From an optimization exercise on the open Yosys and OpenROAD flow, aimed at small area, a short achievable clock period and few clock cycles per item; shortcuts taken in it are not production practice.

## zinc
## wvb_colormap_top
module wvb_colormap_top (
  input  logic        clk,
  input  logic        rst,
  input  logic        in_valid,
  output logic        in_stall,
  input  logic [15:0] in_ct_ref,
  input  logic [15:0] in_aff_ref,
  input  logic [15:0] in_ct_tar,
  input  logic [15:0] in_aff_tar,
  output logic        out_valid,
  input  logic        out_stall,
  output logic [15:0] out_blend,
  output logic [7:0]  out_red,
  output logic [7:0]  out_green,
  output logic [7:0]  out_blue,
  input  logic        cfg_valid,
  output logic        cfg_ready,
  input  logic [15:0] cfg_data
);
  reg  [15:0] ctr;
  reg         skid_full;
  reg  [39:0] skid_d;
  reg  [39:0] out_d;
  wire        pe = ~skid_full;
  reg         cfg_pend;
  reg  [15:0] cfg_next;
  wire        cfg_drained = ~(v1 | v2 | v3 | v4 | v5 | v6 | v7 | v8 | v9 | v10 | v11 | v12 | v13 | v14 | v15 | v16 | v17 | v18);
  assign in_stall  = skid_full | cfg_pend;
  assign cfg_ready = 1'b1;
  always @(posedge clk) begin
    if (rst) begin
      ctr      <= 16'd12000;
      cfg_pend <= 1'b0;
    end else if (cfg_pend && cfg_drained) begin
      ctr      <= cfg_valid ? cfg_data : cfg_next;
      cfg_pend <= 1'b0;
    end else if (cfg_valid) begin
      cfg_pend <= 1'b1;
    end
  end
  always @(posedge clk) begin
    if (cfg_valid) cfg_next <= cfg_data;
  end
  wire [0:0] bneg_0;
  wire [0:0] bone_1;
  wire [0:0] btwo_2;
  assign bneg_0 = in_ct_ref[1] & ~(in_ct_ref[0] & 1'b0);
  assign bone_1 = in_ct_ref[0] ^ 1'b0;
  assign btwo_2 = (in_ct_ref[1] & ~in_ct_ref[0] & ~1'b0) | (~in_ct_ref[1] & in_ct_ref[0] & 1'b0);
  wire [0:0] bneg_3;
  wire [0:0] bone_4;
  wire [0:0] btwo_5;
  assign bneg_3 = in_ct_ref[3] & ~(in_ct_ref[2] & in_ct_ref[1]);
  assign bone_4 = in_ct_ref[2] ^ in_ct_ref[1];
  assign btwo_5 = (in_ct_ref[3] & ~in_ct_ref[2] & ~in_ct_ref[1]) | (~in_ct_ref[3] & in_ct_ref[2] & in_ct_ref[1]);
  ...
clock: 8.0 ns
lec_check: 0
cap_margin: 20
core_margin: 2
core_utilization: 50
cts_cluster_diameter: 100
cts_cluster_size: 20
place_density: 0.65
setup_slack_margin: 4.5
slew_margin: 20
run.sh (not shown) runs the stock make flow with config.mk's settings and CLKGATE_MAP_FILE= SYNTH_SCRIPT=/design/flow/synth_recipe.tcl, a recipe that flattens the netlist after the stock synthesis.
Modified inputs, tundra compared to zinc
# zinc
export LEC_CHECK = 0
export CAP_MARGIN = 20
export CORE_MARGIN = 2
export CORE_UTILIZATION = 50
export CTS_CLUSTER_DIAMETER = 100
export CTS_CLUSTER_SIZE = 20
export PLACE_DENSITY = 0.65
export SETUP_SLACK_MARGIN = 4.5
export SLEW_MARGIN = 20
create_clock -name core_clock -period 8.0 [get_ports {clk}]
# tundra
export LEC_CHECK = 0
export ABC_AREA = 1
export CAP_MARGIN = 20
export CORE_MARGIN = 2
export CORE_UTILIZATION = 60
export CTS_CLUSTER_DIAMETER = 100
export CTS_CLUSTER_SIZE = 20
export PLACE_DENSITY = 0.72
export SETUP_SLACK_MARGIN = 4.5
export SLEW_MARGIN = 20
create_clock -name core_clock -period 8.0 [get_ports {clk}]
## What came out
Delta (tundra minus zinc): final cell count without fillers went up 2204; design area increased by 2700 um2 relative to the old numbers.
The die outline height in zinc is 1.07 times that in tundra.
zinc → tundra: mean instance size in the synthesized netlist went down by 2.1 um2, final-layout clock buffer total went down, number of violations reported at the end of detailed-routing iteration 0 rose by 60%, total half-perimeter wirelength after legalization and detailed placement now sits higher.
Comparing zinc and tundra, the higher maximum number of pins on one net before global-route repair was measured on tundra.
### tundra -> quartz
# tundra
export LEC_CHECK = 0
export ABC_AREA = 1
export CAP_MARGIN = 20
export CORE_MARGIN = 2
export CORE_UTILIZATION = 60
export CTS_CLUSTER_DIAMETER = 100
export CTS_CLUSTER_SIZE = 20
export PLACE_DENSITY = 0.72
export SETUP_SLACK_MARGIN = 4.5
export SLEW_MARGIN = 20
create_clock -name core_clock -period 8.0 [get_ports {clk}]
# quartz
export LEC_CHECK = 0
export CAP_MARGIN = 20
export CORE_MARGIN = 2
export CORE_UTILIZATION = 60
export PLACE_DENSITY = 0.72
export SETUP_SLACK_MARGIN = 4.5
export SLEW_MARGIN = 20
create_clock -name core_clock -period 8.0 [get_ports {clk}]
==> run notes <==
Higher fraction of area in multi-input gates among quartz and tundra: tundra. Hold slack: quartz and tundra compared, lower one is quartz. When quartz is measured against tundra, its synthesized area turns out 4.5% lower. Looking at number of ordinary and repair buffers in the finished layout, quartz sits 39% above tundra. tundra ended up with r1_et[3]$_DFFE_PN_ as its launching element of the worst setup path; quartz ended up with r4_swd[1]$_DFFE_PN_. quartz vs. tundra: minimum period implied by the final worst setup slack up 0.0048 ns, clock-pin slew on the worst setup and hold paths down 0.03 ns, number of gates given a new drive strength after cts up 66. Diff tundra..quartz | number of maximum-capacitance violations | unchanged. Compared with tundra, quartz shows a wire length on met2 that is about 10% lower.
#### Input delta (yarrow over quartz)
# quartz
export LEC_CHECK = 0
export CAP_MARGIN = 20
export CORE_MARGIN = 2
export CORE_UTILIZATION = 60
export PLACE_DENSITY = 0.72
export SETUP_SLACK_MARGIN = 4.5
export SLEW_MARGIN = 20
create_clock -name core_clock -period 8.0 [get_ports {clk}]
# yarrow
export LEC_CHECK = 0
export CAP_MARGIN = 20
export CORE_MARGIN = 2
export CORE_UTILIZATION = 65
export CTS_CLUSTER_DIAMETER = 100
export CTS_CLUSTER_SIZE = 20
export PLACE_DENSITY = 0.78
export SETUP_SLACK_MARGIN = 4.5
export SLEW_MARGIN = 20
create_clock -name core_clock -period 8.0 [get_ports {clk}]
## What came out
Overall routing resource usage was lower in the run labelled quartz. Changes observed in yarrow relative to quartz: post-route clock period utilization increased 0.55 points; final instance area decreased 3.1%; initial core utilization increased 4.9 points; maximum fanout encountered on the critical timing path increased 182; tapcell count decreased 176. yarrow ended up with r7_bR[13]$_DFFE_PN_ as its destination of the critical timing path; quartz ended up with r5_hR[10]$_DFFE_PN_. In yarrow, final period demand of the worst path is higher than in quartz. yarrow vs quartz, pre-CTS setup slack went down by 0.15 ns.
Function was not checked in any run of this note: the RTL went through the layout flow alone.

==> static timing again, ports no longer ideal <==
In the flow no input, the clock included, has a driving cell. The finished layouts below were timed again as built, in two steps.
Step 1 assumes that a clkbuf_16 drives the clock port and a buf_2 every other input.
Step 2 adds t to the input delays and takes it off the output delays; t is the mean of the earliest and latest rising clock arrival at the registers after step 1. Input paths then give back, and output paths get back, about the clock's delay inside the block.
a / b / c = no drivers / after step 1 / after step 2; a / b = the first two.
| run | t (ns) | setup WS [ns] | worst slew at a driven data input, ns | cell pins on the clock port's net |
|---|---|---|---|---|
| zinc | 0.905 | 4.556 / 4.556 / 4.196 | 0.08 | 1 |
| tundra | 0.909 | 4.567 / 4.530 / 4.503 | 0.08 | 1 |
| quartz | 0.936 | 4.562 / 4.503 / 4.250 | 0.06 | 1 |
| yarrow | 0.891 | 4.518 / 4.518 / 4.292 | 0.06 | 1 |
After both steps setup and hold are still met in every run listed. The setup slack of zinc, which loses most, moves by 0.000 ns with the drivers and by -0.360 ns with both steps.
